Background: an optimization exercise with open tools, aiming at small area, a short achievable clock period and few clock cycles. Do not read the settings as production practice. Function was checked by simulation only, so behaviour that the tests miss may differ from the original. Power figures rest on the tool's default switching activity, not on a simulated workload.

`flow/run.sh`:
```
#!/bin/bash
# synth_recipe.tcl (not shown) runs the flow's synth.tcl, then flattens the netlist and writes it again
# the make line also repeats each setting of config.mk as NAME=value (left out here)
make -C /OpenROAD-flow-scripts/flow DESIGN_CONFIG=/design/flow/config.mk WORK_HOME=/design/flow/orfs CLKGATE_MAP_FILE= SYNTH_SCRIPT=/design/flow/synth_recipe.tcl finish
```
`flow/config.mk`:
```
export PLATFORM = sky130hd
export DESIGN_NAME = stepper_step_pulse_generator
export DESIGN_NICKNAME = stepper_step_pulse_generator
export VERILOG_FILES = /design/flow/design.v
export SDC_FILE = /design/flow/constraint.sdc
export NUM_CORES = 4
export LEC_CHECK = 0
export CAP_MARGIN = 20
export CORE_MARGIN = 2
export CORE_UTILIZATION = 40
export SLEW_MARGIN = 20
```
`flow/design.v`:
```
package stp_pkg;
  localparam int REQ_W        = 3;
  localparam int VEL_W        = 24;
  localparam int VAL_W        = 32;
  localparam int POS_W        = 32;
  localparam int PERIOD_OUT_W = 24;
  localparam int SPR_W  = 16;
  localparam int MINP_W = 16;
  localparam int PW_W   = 8;
  localparam logic [SPR_W-1:0]  SPR_RST  = 16'd200;
  localparam logic [MINP_W-1:0] MINP_RST = 16'd100;
  localparam logic [PW_W-1:0]   PW_RST   = 8'd2;
  localparam int CFG_DATA_W = 32;
  localparam int CFG_ADDR_W = 4;
  localparam int REG_IDX_W  = 2;
  localparam logic [REG_IDX_W-1:0] REG_SPR  = 2'd0;
  localparam logic [REG_IDX_W-1:0] REG_MINP = 2'd1;
  localparam logic [REG_IDX_W-1:0] REG_PW   = 2'd2;
  localparam int PERIOD_BITS_DEF = 24;
  localparam int DEN_W           = SPR_W + VEL_W;
  localparam int DVS_W           = DEN_W + 1;
  localparam logic [DEN_W-1:0] TWO_TICKS_Q16 = 40'd131072000000;
  localparam int ENTRY_W     = 3 + 1 + VEL_W + VAL_W;
  localparam int QUEUE_DEPTH = 2;
  localparam logic [REQ_W-1:0] REQ_TICK    = 3'd0;
  localparam logic [REQ_W-1:0] REQ_VEL     = 3'd1;
  localparam logic [REQ_W-1:0] REQ_MOVE_AB = 3'd2;
  localparam logic [REQ_W-1:0] REQ_MOVE_RL = 3'd3;
  localparam logic [REQ_W-1:0] REQ_ENABLE  = 3'd4;
  localparam logic [REQ_W-1:0] REQ_DISABLE = 3'd5;
  typedef logic [2:0] cmd_t;
  localparam cmd_t CMD_NOP      = 3'd0;
  localparam cmd_t CMD_TICK     = 3'd1;
  localparam cmd_t CMD_RUN      = 3'd2;
  localparam cmd_t CMD_HALT     = 3'd3;
  localparam cmd_t CMD_MOVE_ABS = 3'd4;
  localparam cmd_t CMD_MOVE_REL = 3'd5;
  localparam cmd_t CMD_ENABLE   = 3'd6;
  localparam cmd_t CMD_DISABLE  = 3'd7;
  typedef struct packed {
    cmd_t             cmd;
    logic             fwd;
    logic [VEL_W-1:0] mag;
    logic [VAL_W-1:0] value;
  } q_entry_t;
  typedef struct packed {
    logic [SPR_W-1:0]  spr;
    logic [MINP_W-1:0] min_period;
    logic [PW_W-1:0]   pulse_width;
  } cfg_t;
endpackage
module stepper_step_pulse_generator #(
  parameter int PERIOD_BITS = 24
) (
  input  logic        clk,
  input  logic        rst_n,
  input  logic        in_valid,
  output logic        in_ready,
  input  logic [2:0]  in_req_type,
  input  logic [23:0] in_velocity,
  input  logic [31:0] in_step_value,
  output logic        out_valid,
  input  logic        out_ready,
  output logic        out_step_level,
  output logic        out_dir_level,
  output logic        out_enable_n,
  output logic [31:0] out_position,
  output logic        out_is_moving,
  output logic [23:0] out_period_out,
  input  logic        psel,
  input  logic        penable,
  input  logic        pwrite,
  input  logic [3:0]  paddr,
  input  logic [31:0] pwdata,
  output logic [31:0] prdata,
  output logic        pready
);
  localparam logic [36:0] TWO_N = 37'h1E84800000;   
  localparam logic [36:0] K_RST = 37'd655360000;     
  logic [15:0] spr_r, minp_r;
  logic [7:0]  pw_r;
  logic        spr_wr;
  logic [36:0] k_r;
  logic        kbusy_r;
  logic [23:0] r_r;
  logic [24:0] q_r;
  logic [5:0]  it_r;
  logic        frun_r, fdone_r, ovf_r;
  logic [31:0] pos_r, tgt_r;
  logic        seek_r, dir_r, moving_r, en_n_r, step_r;
  logic [23:0] period_r, rem_r;
  logic [7:0]  pulse_r;
  logic        out_valid_r;
  assign pready = 1'b1;
  assign spr_wr = psel && penable && pwrite && (paddr[3:2] == 2'd0);
  always_ff @(posedge clk) begin
    if (!rst_n) begin
      spr_r  <= 16'd200;
      minp_r <= 16'd100;
      pw_r   <= 8'd2;
    end else if (psel && penable && pwrite) begin
      case (paddr[3:2])
        2'd0: spr_r  <= pwdata[15:0];
        2'd1: minp_r <= pwdata[15:0];
        2'd2: pw_r   <= pwdata[7:0];
        default: ;
      endcase
    end
  end
  always_comb begin
    case (paddr[3:2])
      2'd0:    prdata = {16'd0, spr_r};
      2'd1:    prdata = {16'd0, minp_r};
      2'd2:    prdata = {24'd0, pw_r};
      default: prdata = 32'd0;
    endcase
  end
  logic vneg, vzero, is_tick, is_vel, is_move, is_rel, run_vel, run_move, needs_div;
  logic out_free, accept, f_start;
  assign vneg      = in_velocity[23];
  assign vzero     = (in_velocity == 24'd0);
  assign is_tick   = (in_req_type == 3'd0);
  assign is_vel    = (in_req_type == 3'd1);
  assign is_move   = (in_req_type[2:1] == 2'b01);
  assign is_rel    = in_req_type[0];
  assign run_vel   = is_vel && !vzero;
  assign run_move  = is_move && !vneg && !vzero;
  assign needs_div = run_vel || run_move;
  assign out_free  = !out_valid_r || out_ready;
  assign in_ready  = out_free && (!needs_div || fdone_r);
  assign accept    = in_valid && in_ready;
  assign f_start   = in_valid && needs_div && !kbusy_r && !frun_r && !fdone_r;
  logic        init_sel;
  logic [24:0] t_in, b_op;
  logic        cin, qbit, dbit;
  logic [25:0] diff;
  assign dbit     = kbusy_r ? TWO_N[it_r] : k_r[it_r[4:0]];
  assign init_sel = f_start || (kbusy_r && it_r == 6'd36);
  assign t_in     = !init_sel ? {r_r, dbit} : kbusy_r ? 25'd1 : {12'd0, k_r[36:24]};
  assign b_op     = kbusy_r ? ~{9'd0, spr_r} : ({vneg, in_velocity} ^ {25{!vneg}});
  assign cin      = kbusy_r || !vneg;
  assign diff     = {1'b0, t_in} + {b_op[24], b_op} + {25'd0, cin};
  assign qbit     = !diff[25];
  always_ff @(posedge clk) begin
    if (!rst_n) begin
      kbusy_r <= 1'b0;
      frun_r  <= 1'b0;
      fdone_r <= 1'b0;
      k_r     <= K_RST;
    end else begin
      if (spr_wr) begin
        kbusy_r <= 1'b1;
        it_r    <= 6'd36;
      end else if (kbusy_r) begin
        r_r  <= qbit ? diff[23:0] : t_in[23:0];
        k_r  <= {k_r[35:0], qbit};
        it_r <= it_r - 6'd1;
        if (it_r == 6'd0) kbusy_r <= 1'b0;
      end else if (f_start || frun_r) begin
        r_r   <= qbit ? diff[23:0] : t_in[23:0];
        q_r   <= {q_r[23:0], qbit};
        ovf_r <= (f_start ? 1'b0 : ovf_r) | (qbit & diff[24]);
        it_r  <= f_start ? 6'd23 : it_r - 6'd1;
        frun_r <= f_start || (it_r != 6'd0);
        if (frun_r && it_r == 6'd0) fdone_r <= 1'b1;
      end else if (accept) begin
        fdone_r <= 1'b0;
      end
    end
  end
  logic [24:0] q_rnd;
  logic [15:0] lo;
  logic        sat;
  logic [23:0] newp;
  assign q_rnd = {1'b0, q_r[24:1]} + {24'd0, q_r[0]};
  assign sat   = q_rnd[24] || ovf_r || (spr_r == 16'd0);
  assign lo    = (minp_r == 16'd0) ? 16'd1 : minp_r;
  assign newp  = sat ? 24'hFFFFFF : (q_rnd[23:0] < {8'd0, lo}) ? {8'd0, lo} : q_rnd[23:0];
  logic [31:0] target;
  logic        eq, gt, sdir;
  logic [7:0]  pulse_dec;
  assign target    = is_rel ? pos_r + in_step_value : in_step_value;
  assign eq        = (pos_r == tgt_r);
  assign gt        = $signed(tgt_r) > $signed(pos_r);
  assign sdir      = seek_r ? gt : dir_r;
  assign pulse_dec = pulse_r - 8'd1;
  always_ff @(posedge clk) begin
    if (!rst_n) begin
      pos_r       <= '0;
      tgt_r       <= '0;
      seek_r      <= 1'b0;
      dir_r       <= 1'b0;
      moving_r    <= 1'b0;
      en_n_r      <= 1'b1;
      period_r    <= '0;
      pulse_r     <= '0;
      step_r      <= 1'b0;
      out_valid_r <= 1'b0;
    end else begin
      out_valid_r <= accept || (out_valid_r && !out_ready);
      if (f_start && run_move) tgt_r <= target;
      if (accept) begin
        case (in_req_type)
          3'd0: begin
            if (pulse_r != 8'd0) begin
              pulse_r <= pulse_dec;
              if (pulse_dec == 8'd0) step_r <= 1'b0;
            end
            if (moving_r) begin
              if (rem_r != 24'd1) begin
                rem_r <= rem_r - 24'd1;
              end else begin
                rem_r <= period_r;
                if (seek_r && eq) begin
                  moving_r <= 1'b0;
                  period_r <= '0;
                end else begin
                  dir_r   <= sdir;
                  step_r  <= 1'b1;
                  pulse_r <= (pw_r == 8'd0) ? 8'd1 : pw_r;
                  pos_r   <= sdir ? pos_r + 32'd1 : pos_r - 32'd1;
                end
              end
            end
          end
          3'd1, 3'd2, 3'd3: begin
            if (!needs_div || (run_move && eq)) begin
              moving_r <= 1'b0;
              period_r <= '0;
              tgt_r    <= pos_r;
              seek_r   <= 1'b1;
            end else begin
              seek_r   <= run_move;
              dir_r    <= run_move ? gt : !vneg;
              moving_r <= 1'b1;
              if (newp != period_r) begin
                period_r <= newp;
                rem_r    <= newp;
              end
            end
          end
          3'd4: en_n_r <= 1'b0;
          3'd5: begin
            moving_r <= 1'b0;
            period_r <= '0;
            en_n_r   <= 1'b1;
          end
          default: ;
        endcase
      end
    end
  end
  assign out_valid      = out_valid_r;
  assign out_step_level = step_r;
  assign out_dir_level  = dir_r;
  assign out_enable_n   = en_n_r;
  assign out_position   = pos_r;
  assign out_is_moving  = moving_r;
  assign out_period_out = period_r;
endmodule
```
`flow/constraint.sdc`:
```
create_clock -name core_clock -period 9.0 [get_ports {clk}]
set_input_delay 1.8000 -clock core_clock [delete_from_list [all_inputs] [get_ports {clk}]]
set_output_delay 1.8000 -clock core_clock [all_outputs]
set_load 0.01 [all_outputs]
```
==> results.py <==
metrics = {
    "run_status": {
        "status": "complete, no violations",
    },
    "final_layout": {
        "fill_cells": 4860,
        "final_core_util_pct": 47.1,
        "instances_no_fill": 3262,
        "final_net_count": 2823,
        "drive_above_1_share_pct": 5.47,
        "syn_to_final_growth_pct": 16.0,
        "diodes": 0,
    },
    "run": {
        "cap_violations": 0,
    },
    "synth": {
        "yosys-top-cells-area": "dfxtp_1 (18%), edfxtp_1 (12%), ha_1 (8.9%)",
        "synth_top_area_cell": "dfxtp_1",
        "ys_types": 91,
        "yosysSeqAreaShare_pct": 30.3,
        "synth.most_common_cell": "nand2_1",
        "syn_area_per_cell_um2": 8.06,
        "synthCells": 2474,
        "synth_top_flop_cell": "dfxtp_1",
        "synthArstFlopShare_pct": 0,
        "yosys-top-cells-count": "nand2_1 (397), dfxtp_1 (182), a21oi_1 (162), o21ai_0 (155), nor2_1 (147)",
        "yosysTopAreaCellShare_pct": 18.3,
        "syn_area_mm2": 0.0199,
        "synth_edf_count": 80,
        "synth_seq_cells": 262,
        "synth.yosys.warnings": 1,
    },
    "min_path": {
        "hp-class": "reg -> reg",
        "hold_path_end": "k_r[36]",
        "holdCritStartpoint": "k_r[36]",
        "whs_path_depth": 2,
    },
    "worst_setup_path": {
        "rr_endpoint": "pos_r[31]",
        "crit_required_ns": 9.28,
        "crit_fanout": 26,
        "worst_ep_arrival_time_ns": 7.86,
        "cp-start-kind": "input pin",
        "worst_path_largest_cell_delay_ns": 0.61,
        "crit_slowest_cell": "a31oi_4",
        "rr_worst_depth": 24,
        "crit_start": "in_velocity[23]",
        "regToRegSetupSlack_ns": 2.35,
        "crit_path_end_kind": "register",
        "critical_path_class": "in -> reg",
        "timing.rr.start": "pos_r[31]",
    },
    "global_route": {
        "grt_max_degree": 70,
        "grt_pass1_wl_mm": 95.5,
        "grt_use_total_pct": 23.2,
        "antenna_found_initial": 5,
        "first_global_vias": 17600,
        "grt-ovfl-total": 0,
    },
    "routing": {
        "vias": 18700,
        "ant_nets": 0,
        "routed_via_density": 5.73,
        "routed_wl_mm": 60.8,
        "drt_iter0_drc": 1261,
        "route.detailed.drc": 0,
        "routedWlPerCell_um": 18.7,
        "dr.pass1.iters": 5,
    },
    "floorplan": {
        "die_x_um": 227,
        "rows": 81,
        "die_area_mm2": 0.0516,
        "initial_core_util_pct": 40.6,
        "die-height_um": 227,
        "core_mm2": 0.0491,
        "pin_count": 197,
    },
    "sta": {
        "relSlewSlack_pct": 27.6,
        "fmax_mhz": 132,
        "period_needed_ns": 7.58,
        "worst_slew_pin_slew_ns": 1.08,
        "fin_setup_tns_ns": 0,
        "whs_ns": 0.464,
        "fin_crit_sh_pct": 84.2,
        "finalMaxSlewViolations": 0,
        "fin_skew_ns": 0.0195,
        "rsz0062_at_grt": "false",
        "setup_viol": 0,
        "finalHoldViolations": 0,
    },
    "pwr": {
        "power_density_mw_per_mm2": 140,
        "p_leak_uw": 0.00885,
        "max-vdd-ir-drop_uv": 107,
    },
    "placement": {
        "io_buffers": 161,
        "dp_cells": 3203,
        "globalplace.congestion": 0.901,
        "dp_hpwl_mm": 44.8,
    },
    "clock_tree": {
        "cts_resized": 0,
        "clkSinkCount": 262,
        "post_cts_buffers": 0,
        "insertion_delay_ns": 0.54,
        "cts_tree": "done",
        "cts-root-buf": "clkbuf_16",
        "htreeDepth": 2,
        "clk_pin_slew_worst_paths_ns": 0.06,
        "clock_path_buffers": 3,
        "cts_made_buffers": 34,
        "postCtsHoldBufs": 0,
    },
}
worst max-delay path by stage:
stage          endpoint  slack, ns
2_1_floorplan   r_r[10]       1.55
6_report         r_r[8]       1.42
5_1_grt         r_r[10]       0.83
3_5_place_dp     r_r[8]       0.87
3_3_place_gp     r_r[6]       0.96
4_1_cts          r_r[8]       1.43
cells in the final DEF (no fill, tap or decap), types with 30 or more instances in the layout:
master and count:
xnor2_1 91, inv_1 103, edfxtp_1 80, clkbuf_16 38
a21o_1 53, buf_4 30, a21oi_1 162, a21boi_0 75
ha_1 142, o21ai_0 155, nor3_1 55, o211ai_1 58
nand2_1 396, mux2i_1 42, nand2b_1 35, nand3_1 77
clkdlybuf4s50_1 159, dfxtp_1 182, xor2_1 50, nor2_1 146
flip-flops by register name, indices dropped and copies added, names as in the netlist, 16 cells and up:
name      flops
pos_r        32
period_r     24
q_r          25
k_r          37
minp_r       16
spr_r        16
r_r          24
tgt_r        32
rem_r        24
stage by stage:
step | area, um2 | total power [uW] | setup slack [ns]
floorplan | 20000 | 1740 | 1.55
finish | 23100 | 3240 | 1.42
detailed placement | 22000 | 1930 | 0.868
global route | 23100 | 3390 | 0.835
global placement | 22000 | 1920 | 0.957
CTS | 23100 | 3270 | 1.43
worst max-delay path, delay by kind of cell:
family	cells	cell delay, ns
AOI/OAI and AO/OA	13	3.03
buffers and inverters	5	1.36
and+or+nand+nor	5	1.02
adders and majority gates	2	0.63
power by group:
group / total, uW / internal, uW / switching (uW)
sequential: 1290 / 1260 / 33.1
clock: 1330 / 800 / 530
combinational: 618 / 262 / 356
total: 3240 / 2320 / 919
cells by family after synthesis:
group	Yosys count	synth area share, %
and+or+nand+nor	917	22.0
AOI/OAI and AO/OA	703	23.2
buffers and inverters	245	5.31
adders and majority gates	146	9.31
other	2	0.0377
muxes	56	3.46
DFF	262	30.3
xor gates and xnor gates	143	6.42
layout make-up:
cell class              instances  area, um2  share of cell area [%]
flip-flops and latches        262       6050                    26.1
clock buffers                  52       1040                    4.51
clock inverters                 7       42.5                   0.184
repair buffers                190       1820                    7.88
well taps                     664        831                    3.59
inverters                     105        394                    1.70
multi-input cells            1982      12900                    56.0
layer usage:
layer	GRT usage, %	vias to the layer above	part of all wire (%)
met5	0	-	0.085
met4	7.67	8	2.9
met3	3.82	110	6.0
met2	38.7	576	47
met1	30.5	8877	44
li1	-	9134	-
Testbench counts, summed over its fixed seeds: cycles 38,629.

port drivers added, routing unchanged:
No port has a modelled driver above. Below, the same layout with a new extraction and two added sets of constraints. Step 1, drivers: a clkbuf_16 drives clk and a buf_2 each remaining input, both assumed. Step 2 times the ports against the registers' clock, not the clock port: input delays grow and output delays shrink by t, the midpoint of the rising clock arrivals with the driver on. a / b / c = no drivers / after step 1 / after step 2; a / b = the first two.
shift t [ns]: 0.580
setup WS [ns]: 1.419 / 1.336 / 0.756
worst register clock-pin slew, ns: 0.06 / 0.06
cell pins on the clock port's net: 1
After both steps this run still meets setup and hold. The setup slack of this run moves by -0.083 ns with the drivers and by -0.663 ns with both steps.
